This is an optimization exercise on Yosys and OpenROAD, whose aim is small area, a short achievable clock period and few clock cycles per item, not a production implementation. In this exercise RTL edits were held to simulation tests only and were not proved equivalent to the original. Power is estimated from default activity; no workload was simulated.

==> flow/design.v (excerpt) <==
module dadda_mul
(
    input  logic        clk,
    input  logic        rst_n,
    input  logic        in_valid,
    input  logic        mode,
    input  logic [15:0] a,
    input  logic [15:0] b,
    output logic        out_valid,
    output logic [15:0] hi,
    output logic [15:0] lo
);
For scale: about 1100 cells after synthesis, roughly 250 flip-flops, ~69 I/O pins.
clock: 4.0 ns
lec_check: 0
abc_area: 1
cap_margin: 20
core_margin: 2
core_utilization: 50
cts_cluster_diameter: 150
cts_cluster_size: 30
setup_slack_margin: 2.1
slew_margin: 20
synth_hierarchical: 1
synth_minimum_keep_size: 0
standard.sh (not shown) runs the stock make flow with config.mk's settings and CLKGATE_MAP_FILE= SYNTH_SCRIPT=/design/flow/synth_recipe.tcl, a recipe that flattens the netlist after the stock synthesis.
==> flow/flow/run.sh <==
#!/bin/bash
# Standard ORFS layout, except that the port buffers are plain buf_1 cells
# (the default choice is a slow delay-buffer cell).
set -euo pipefail
bash standard.sh BUFFER_PORTS_ARGS="-buffer_cell sky130_fd_sc_hd__buf_1" finish > standard.log 2>&1
The first run finished with timing, DRC and antenna clean.
Testbench counts at the start, summed over its fixed seeds: cycles 16,024, items 16,000.
==> next run, changes <==
Settings changed: ABC_CLOCK_PERIOD_IN_PS from default to 1900, CORE_UTILIZATION 50 to 40.
After rerunning: Worst setup slack gets better by 0.033 ns; routed wire length climbs by 1.1%; non-clock buffer count drops by 13; combinational power hardly moves; register-to-register slack gains 0.03 ns; worst hold slack degrades by 0.0081 ns; core utilization shrinks by 12 points; total power climbs by 0.33%.
==> next run, changes <==
Settings changed: ABC_CLOCK_PERIOD_IN_PS 1900 to default, CORE_UTILIZATION 40 to 45.
Final cell count came out lower by 2.1%. Clock power stays flat. Clock skew came out lower by 0.0031 ns. First-iteration DRC count came out lower by 16%. Global-route usage came out higher by 1.3 points.

* * *

== run 1 ==
dadda_mul, a different RTL version from the one above (not shown whole).
For scale: about 330 flip-flops.
Settings: LEC_CHECK=0, ABC_AREA=1, CAP_MARGIN=20, CORE_MARGIN=2, CORE_UTILIZATION=40, CTS_CLUSTER_DIAMETER=150, CTS_CLUSTER_SIZE=30, SETUP_SLACK_MARGIN=2.2, SLEW_MARGIN=20, SYNTH_HIERARCHICAL=1, SYNTH_MINIMUM_KEEP_SIZE=0; clock period 4.0 ns.
==> flow/flow/run.sh <==
#!/bin/bash
# Standard ORFS layout, except that the port buffers are plain buf_2 cells
# (the default choice is a slow delay-buffer cell).
set -euo pipefail
bash standard.sh BUFFER_PORTS_ARGS="-buffer_cell sky130_fd_sc_hd__buf_2" finish > standard.log 2>&1
Testbench counts of run 1, summed over its fixed seeds: cycles 16,032, items 16,000.
Setup changes, run 1 to run 2
==> flow/run.sh (new file) <==
#!/bin/bash
# synth_recipe.tcl (not shown) runs the flow's synth.tcl, then flattens the netlist and writes it again
# the make line also repeats each setting of config.mk as NAME=value (left out here)
make -C /OpenROAD-flow-scripts/flow DESIGN_CONFIG=/design/flow/config.mk WORK_HOME=/design/flow/orfs CLKGATE_MAP_FILE= SYNTH_SCRIPT=/design/flow/synth_recipe.tcl finish
removed: flow/flow/run.sh
removed: flow/standard.sh
## What came out
- Number of nets in the layout essentially unchanged between run 2 and run 1.
- Run 2 vs. run 1: largest vdd supply drop moved up; highest attainable clock frequency now larger; setup slack rose by 0.021 ns.
- STATUS global-route wire length before repair: run 2 loses against run 1
- Share of the cycle needed by the critical path after routing: run 2 vs run 1 down 0.53 points
- Run 2 has post-CTS setup-driven buffer insertion count above what run 1 had.
- Switching part of the total: run 2 vs run 1 — no meaningful difference
- In terms of clock network fraction of design power, run 1 and run 2 differ only marginally.
The following lists how run 3 was set up differently from run 2:
- CORE_UTILIZATION: 40 -> 60
==> summary.txt <==
Run 3 ran to completion and came out clean on the timing, DRC and antenna checks. The run showing the greater power density relative to cell area is run 3. Looking at worst setup slack, run 3 sits below run 2. Non-clock buffer area fraction after layout: lower on run 3. Taking run 2 as the reference point, the combinational share of power of run 3 falls by 0.3 points. Taking run 2 as the reference, in run 3 post-route core utilization grew by 21 points, clock-cell share of area held, non-filler instance count after layout decreased by 9.7% relative to the old numbers, first-pass GRT wire length dropped 2600 um. | final critical path time including I/O delays and setup | run 3 vs run 2 | worse |. Going from run 2 to run 3, the standby leakage power was found to have gone down by about 0.7%.
Changes in run 4 relative to run 3:
- a change of SETUP_SLACK_MARGIN from 2.2 to 2.15
- a change of CORE_UTILIZATION from 60 to 40
==> comparison <==
On sequential power, run 4 and run 3 are neck and neck.
Delta (run 4 minus run 3): final wirelength now sits higher; combinational share of power went down 0.2 points.
In run 4, the global-route usage came out 7.0 points below the value in run 3.
Summary of run 4 over run 3: share of final layout cell area taken by non-clock buffers down 0.57 points, basic-gate share of the synthesized area counting and, or, nand and nor cells flat.
Taking run 3 as the reference, in run 4 fraction of power spent switching nets did not really move, die area higher, count of fill cells added during filler insertion now larger, starting density of the core went down.
## Diff of input files: run 5 against run 4
- swapping 40 for 70 in CORE_UTILIZATION
- swapping 2.15 for 2.2 in SETUP_SLACK_MARGIN
[summary]
Run 4 → run 5: quantity of gates resized following cts picked up an extra about 3.6%, post-route clock period utilization shows no meaningful change. Run 5 vs run 4: number of search-and-repair iterations in the first detailed-routing pass up. Run 5: area occupied by multi-input gates 0.55% above run 4. Run 5 vs run 4, category of the critical setup timing path: reg -> reg vs reg -> out.

-- separate check: timing with driven ports --
No port has a modelled driver above. Below, the same layouts with a new extraction and two added sets of constraints. Step 1 sets driving cells, clkbuf_16 on the clock port and buf_2 on the other inputs (assumed; they add their load-dependent delay and slew). Step 2 moves the port delays by t, midway between the first and last clock arrival at a register: inputs arrive t later, outputs are due t later. That takes back most of the time a late clock gives input paths. Three values: ideal ports, drivers, drivers and shift; two values: the first two.
| run | t, ns | setup slack, ns | worst register clock-pin slew, ns | worst slew at a driven data input, ns |
|---|---|---|---|---|
| the first run of note 1 | 0.524 | 2.086 / 2.086 / 2.086 | 0.11 / 0.11 | 0.03 |
| the second run of note 1 | 0.524 | 2.119 / 2.119 / 2.119 | 0.11 / 0.11 | 0.04 |
| the third run of note 1 | 0.518 | 2.067 / 2.067 / 2.067 | 0.12 / 0.12 | 0.04 |
| run 1 | 0.545 | 2.182 / 2.134 / 2.253 | 0.12 / 0.12 | 0.03 |
| run 2 | 0.549 | 2.203 / 2.153 / 2.141 | 0.12 / 0.12 | 0.04 |
| run 3 | 0.529 | 2.194 / 2.150 / 2.191 | 0.12 / 0.12 | 0.04 |
| run 4 | 0.546 | 2.204 / 2.155 / 2.145 | 0.12 / 0.12 | 0.04 |
| run 5 | 0.534 | 2.199 / 2.154 / 2.163 | 0.11 / 0.11 | 0.04 |
After both steps every run listed still meets setup and hold. For run 2, which loses most, drivers alone change the setup slack by -0.050 ns; drivers and shift together by -0.062 ns.
